Source: an optimization exercise on an open RTL-to-GDS flow (aim: small area). Production flows keep margins and buffers that such runs may drop. In this exercise RTL edits were held to simulation tests only and were not proved equivalent to the original.

Setup of run 1:
## bm_noise_out
module bm_noise_out #(
   parameter int DEPTH = 8,
   parameter int AW    = 3
) (
   input  logic          clk,
   input  logic          rst_n,
   input  logic          in_valid,
   output logic          in_ready,
   input  logic [16:0]   f,
   input  logic [15:0]   g0,
   input  logic [15:0]   g1,
   output logic          out_valid,
   input  logic          out_ready,
   output logic [15:0]   out_data,
   output logic          out_idx,
   output logic [AW:0]   fifo_level
);
   logic               init_reg;
   logic               s0_valid_reg;
   logic               s1_valid_reg;
   logic               s2_valid_reg;
   logic [AW-1:0]      wr_ptr_reg;
   logic [AW-1:0]      rd_ptr_reg;
   logic [AW:0]        level_reg;
   logic               half_reg;
   logic [16:0]        mem_f  [0:DEPTH-1];
   logic [15:0]        mem_g0 [0:DEPTH-1];
   logic [15:0]        mem_g1 [0:DEPTH-1];
   logic               accept;
   logic               push;
   logic               pop;
   logic [AW+1:0]      occupancy;
   logic [AW-1:0]      mul_slot;
   logic               mul_hi;
   logic [16:0]        mul_f;
   logic [15:0]        mul_g;
   logic [15:0]        mul_x;
   logic [15:0]        out_reg;
   assign occupancy = (AW+2)'(level_reg) + (AW+2)'(s0_valid_reg)
                    + (AW+2)'(s1_valid_reg) + (AW+2)'(s2_valid_reg);
   assign in_ready   = init_reg && (occupancy <= (AW+2)'(DEPTH - 1));
   assign accept     = in_valid && in_ready;
   assign push       = s2_valid_reg;
   assign out_valid  = (level_reg != '0);
   assign pop        = out_valid && out_ready && half_reg;
   assign out_idx    = half_reg;
   assign fifo_level = level_reg;
   assign mul_slot = rd_ptr_reg + AW'(half_reg);
   assign mul_hi   = out_valid && !half_reg;
   assign mul_f    = mem_f[mul_slot];
   assign mul_g    = mul_hi ? mem_g1[mul_slot] : mem_g0[mul_slot];
  ...
For scale: roughly 1400 cells after synthesis, ~420 flip-flops, ~76 I/O pins, ~0.023 mm2 of cells after synthesis.
clock: 8.0 ns
lec_check: 0
cap_margin: 20
core_margin: 2
core_utilization: 40
cts_buf_list: sky130_fd_sc_hd__clkbuf_8
cts_cluster_diameter: 60
cts_cluster_size: 18
gpl_timing_driven: 0
slew_margin: 20
synth_hierarchical: 1
synth_minimum_keep_size: 0
standard.sh (not shown) runs the stock make flow with config.mk's settings and CLKGATE_MAP_FILE= SYNTH_SCRIPT=/design/flow/synth_recipe.tcl, a recipe that flattens the netlist after the stock synthesis.
==> flow/flow/run.sh <==
#!/bin/bash
# The standard layout (the standard.sh: standard synthesis, then ORFS
# floorplan to finish) with two placement/CTS choices changed:
#  - port buffers use the smallest buffer cell (every port still gets one);
#  - clock tree synthesis adds no dummy loads (same buffers and clustering
#    as config.mk asks for).
set -euo pipefail
export BUFFER_PORTS_ARGS="-buffer_cell sky130_fd_sc_hd__buf_1"
export CTS_ARGS="-sink_clustering_enable -repair_clock_nets -dont_use_dummy_load -buf_list sky130_fd_sc_hd__clkbuf_8 -sink_clustering_size 18 -sink_clustering_max_diameter 60"
bash standard.sh > standard.log 2>&1
Changes in run 2 relative to run 1:
Settings: removing GPL_TIMING_DRIVEN (formerly 0).
==> flow/run.sh (new file) <==
#!/bin/bash
# synth_recipe.tcl (not shown) runs the flow's synth.tcl, then flattens the netlist and writes it again
# the make line also repeats each setting of config.mk as NAME=value (left out here)
make -C /OpenROAD-flow-scripts/flow DESIGN_CONFIG=/design/flow/config.mk WORK_HOME=/design/flow/orfs CLKGATE_MAP_FILE= SYNTH_SCRIPT=/design/flow/synth_recipe.tcl finish
removed: flow/flow/run.sh
removed: flow/standard.sh
### Flow results
In the flow results for run 2 and run 1, the fraction of area in multi-input gates is larger on run 1. From run 1 to run 2, net count after synthesis did not move at all. Final area essentially unchanged between run 2 and run 1. Changes observed in run 2 relative to run 1: final worst hold slack comparable. Worst-case reg-to-reg path depth went down by more than 10% going from run 1 to run 2.
Setup changes, run 2 to run 3
Settings: a change of CORE_UTILIZATION from 40 to 65.
==> flow/flow/run.sh (new file) <==
#!/bin/bash
# The standard layout (the standard.sh: standard synthesis, then ORFS
# floorplan to finish) with two placement/CTS choices changed:
#  - port buffers use the smallest buffer cell (every port still gets one);
#  - clock tree synthesis adds no dummy loads (same buffers and clustering
#    as config.mk asks for).
set -euo pipefail
export BUFFER_PORTS_ARGS="-buffer_cell sky130_fd_sc_hd__buf_1"
export CTS_ARGS="-sink_clustering_enable -repair_clock_nets -dont_use_dummy_load -buf_list sky130_fd_sc_hd__clkbuf_8 -sink_clustering_size 18 -sink_clustering_max_diameter 60"
bash standard.sh > standard.log 2>&1
==> flow/standard.sh (new file) <==
#!/bin/bash
# synth_recipe.tcl (not shown) runs the flow's synth.tcl, then flattens the netlist and writes it again
# the make line also repeats each setting of config.mk as NAME=value (left out here)
make -C /OpenROAD-flow-scripts/flow DESIGN_CONFIG=/design/flow/config.mk WORK_HOME=/design/flow/orfs CLKGATE_MAP_FILE= SYNTH_SCRIPT=/design/flow/synth_recipe.tcl "${@:-finish}"
removed: flow/run.sh
--- outcome ---
Relative to run 2, sum of met2 wire segment lengths after detailed routing has decreased by about 10% in run 3.
Routed wire length went down by a little under 10% going from run 2 to run 3.
Summary of run 3 over run 2: met3 routed wirelength grew by 36%; net count reported at finish has decreased; hold slack roughly the same; global-route usage shows an increase of 9.4 points; final-layout clock buffer total decreased 3.
The shortest clock period the worst path allows after layout reported for run 3 is greater than that of run 2 by 61 ps.
Post-route core utilization came out higher on run 3 than on run 2.
NOTE: maximum frequency in run 3 falls short of that of run 2
Run 3: no failed stages, no open violations at the end
What run 4 does differently from run 3 at the input level:
Settings: swapping 65 for 40 in CORE_UTILIZATION.
==> flow/flow/run.sh <==
#!/bin/bash
# The standard layout (the standard.sh: standard synthesis, then ORFS
# floorplan to finish) with some placement/CTS choices changed:
#  - port buffers use the smallest buffer cell (every port still gets one);
#  - clock tree synthesis adds no dummy loads (same buffers and clustering
#    as config.mk asks for);
#  - after synthesis, the resizer may not use the larger buffer cells.
set -euo pipefail
bash standard.sh synth > synth.log 2>&1
base=$(make -s -C "$FLOW_HOME" DESIGN_CONFIG="$PWD/config.mk" print-DONT_USE_CELLS 2>/dev/null | sed -n 's/^DONT_USE_CELLS *[:=] *//p')
[[ -n "$base" ]] || { echo "could not read DONT_USE_CELLS" >&2; exit 1; }
echo "platform DONT_USE_CELLS: $base" > dont_use.log
export BUFFER_PORTS_ARGS="-buffer_cell sky130_fd_sc_hd__buf_1"
export CTS_ARGS="-sink_clustering_enable -repair_clock_nets -dont_use_dummy_load -buf_list sky130_fd_sc_hd__clkbuf_8 -sink_clustering_size 18 -sink_clustering_max_diameter 60"
bash standard.sh "DONT_USE_CELLS=$base sky130_fd_sc_hd__buf_4 sky130_fd_sc_hd__buf_6 sky130_fd_sc_hd__buf_8 sky130_fd_sc_hd__buf_12 sky130_fd_sc_hd__buf_16" finish > standard.log 2>&1
## What came out
Run 4: via count is 0.31% lower than what run 3 reported. Wire length: run 4 vs run 3 up 3200 um. Number of well taps, run 4 vs run 3: up by more than half. Run 4 vs run 3: sequential share of cell area down in run 4. [run 4] routed wire length on met2 rose 2100 um relative to run 3. The post-route worst hold slack of run 3 and that of run 4 are within noise of each other. Layout-stage area growth over the synthesis result on run 4 is up relative to run 3.
What run 5 does differently from run 4 at the input level:
-- flow/flow/run.sh --
<<< run 4, line 13
export BUFFER_PORTS_ARGS="-buffer_cell sky130_fd_sc_hd__buf_1"
export CTS_ARGS="-sink_clustering_enable -repair_clock_nets -dont_use_dummy_load -buf_list sky130_fd_sc_hd__clkbuf_8 -sink_clustering_size 18 -sink_clustering_max_diameter 60"
bash standard.sh "DONT_USE_CELLS=$base sky130_fd_sc_hd__buf_4 sky130_fd_sc_hd__buf_6 sky130_fd_sc_hd__buf_8 sky130_fd_sc_hd__buf_12 sky130_fd_sc_hd__buf_16" finish > standard.log 2>&1
>>> run 5, line 13
export BUFFER_PORTS_ARGS="-buffer_cell sky130_fd_sc_hd__buf_1"
export CTS_ARGS="-sink_clustering_enable -repair_clock_nets -dont_use_dummy_load -buf_list sky130_fd_sc_hd__clkbuf_8 -sink_clustering_size 18 -sink_clustering_max_diameter 60"
bash standard.sh "DONT_USE_CELLS=$base sky130_fd_sc_hd__buf_8 sky130_fd_sc_hd__buf_12 sky130_fd_sc_hd__buf_16" finish > standard.log 2>&1
Results
- Compared to run 4, run 5 leaves more free space in the core.
- Non-clock buffer count: run 5 higher than run 4
- Re worst-case setup margin in the final layout: run 4 was lower than run 5.
- Looking at worst setup slack after placement across run 4 and run 5, the one that comes out lower is run 4.
- Higher tightest slew margin relative to the limit among run 4 and run 5: run 5
- Cmp run 5 vs run 4: clock skew lower in run 5
- Clock buffer count in the final layout in run 5 is 5 below run 4.
- Summary — antenna diode count, run 5 relative to run 4: higher, by 1.
- Compared with run 4, routed wire length in run 5 increased slightly.
- NOTE: fraction of the cycle the final worst path needs in run 5 falls short of that of run 4

* * *

Another version of the RTL of bm_noise_out (not shown whole).
For scale: ~76 I/O pins, ~23000 um2 of cells after synthesis.
clock: 8.0 ns
lec_check: 0
cap_margin: 20
core_margin: 2
core_utilization: 40
cts_buf_list: sky130_fd_sc_hd__clkbuf_8
cts_cluster_diameter: 60
cts_cluster_size: 18
slew_margin: 20
==> flow/flow/run.sh <==
#!/bin/bash
# The standard layout (the standard.sh: standard synthesis, then ORFS
# floorplan to finish), with the port buffers made as the smallest buffer
# cell instead of the resizer's default pick.
set -euo pipefail
export BUFFER_PORTS_ARGS="-buffer_cell sky130_fd_sc_hd__buf_1"
bash standard.sh > standard.log 2>&1
Rerun with:
==> flow/run.sh (new file) <==
#!/bin/bash
# synth_recipe.tcl (not shown) runs the flow's synth.tcl, then flattens the netlist and writes it again
# the make line also repeats each setting of config.mk as NAME=value (left out here)
make -C /OpenROAD-flow-scripts/flow DESIGN_CONFIG=/design/flow/config.mk WORK_HOME=/design/flow/orfs CLKGATE_MAP_FILE= SYNTH_SCRIPT=/design/flow/synth_recipe.tcl finish
--- a/flow/config.mk
+++ b/flow/config.mk
@@ -10 +10 @@
-export CORE_UTILIZATION = 40
+export CORE_UTILIZATION = 60
@@ -12,2 +11,0 @@
-export CTS_CLUSTER_DIAMETER = 60
-export CTS_CLUSTER_SIZE = 18
removed: flow/flow/run.sh
removed: flow/standard.sh
Design area climbs by 2.8%.
Count of clock-buffer cells in the layout climbs by 37.
Sequential share of layout area drops by 1.3 points.
Worst setup slack is worse by 0.055 ns.
Routed wire length drops by 4.3%.
Clock skew drops by 0.012 ns.
Rerun with:
--- a/flow/config.mk
+++ b/flow/config.mk
@@ -10,2 +10 @@
-export CORE_UTILIZATION = 60
-export CTS_BUF_LIST = sky130_fd_sc_hd__clkbuf_8
+export CORE_UTILIZATION = 40
=> The new run finished with timing, DRC and antenna clean; global-route usage shrinks by 8.7 points; synthesized area is unchanged; final cell count grows by 8.4%; routed wire length grows by 4.8%; sequential share of layout area shrinks by 0.52 points; die area grows by 49%; setup slack improved by 0.092 ns; clock skew shrinks by 0.0067 ns.
Rerun with:
--- a/flow/config.mk
+++ b/flow/config.mk
@@ -8 +8 @@
-export CAP_MARGIN = 20
+export CAP_MARGIN = 0
@@ -11 +11,2 @@
-export SLEW_MARGIN = 20
+export CTS_BUF_LIST = sky130_fd_sc_hd__clkbuf_4
+export SLEW_MARGIN = 0
Effect: Design area stays flat. Worst setup slack loses 0.075 ns. Final cell count climbs by 4.9%. First-iteration DRC count goes down by 7.1%. Routed wire length went up by 0.82%. Non-clock buffer count went up by 1. Register-to-register slack loses 0.07 ns. Count of clock-buffer cells in the layout increases by 103. Die area stays the same. Synthesized cell count stays the same.

==> separate check: timing with driven ports <==
The flow's constraints put no driver on any port. The routed layouts listed below were extracted and timed again, unchanged, in two steps. Step 1 assumes that a clkbuf_16 drives the clock port and a buf_2 every other input. Step 2 also shifts input and output timing later by t, the mid clock arrival at the registers, as if the neighbouring blocks saw the same clock. Slacks: ideal ports / drivers / drivers and shift; pairs: ideal ports / drivers.
run	t, ns	setup slack, ns	cell pins on the clock port's net
run 1	0.643	0.193 / 0.193 / 0.193	1
run 2	0.685	0.339 / 0.339 / 0.339	1
run 3	0.660	0.278 / 0.278 / 0.278	1
run 4	0.621	0.271 / 0.271 / 0.271	1
run 5	0.655	0.307 / 0.307 / 0.307	1
the first run of note 2	0.661	0.284 / 0.284 / 0.284	1
the second run of note 2	0.668	0.229 / 0.229 / 0.229	1
the third run of note 2	0.607	0.322 / 0.322 / 0.322	1
the fourth run of note 2	0.868	0.247 / 0.247 / 0.247	1
After both steps every run listed still meets setup and hold.
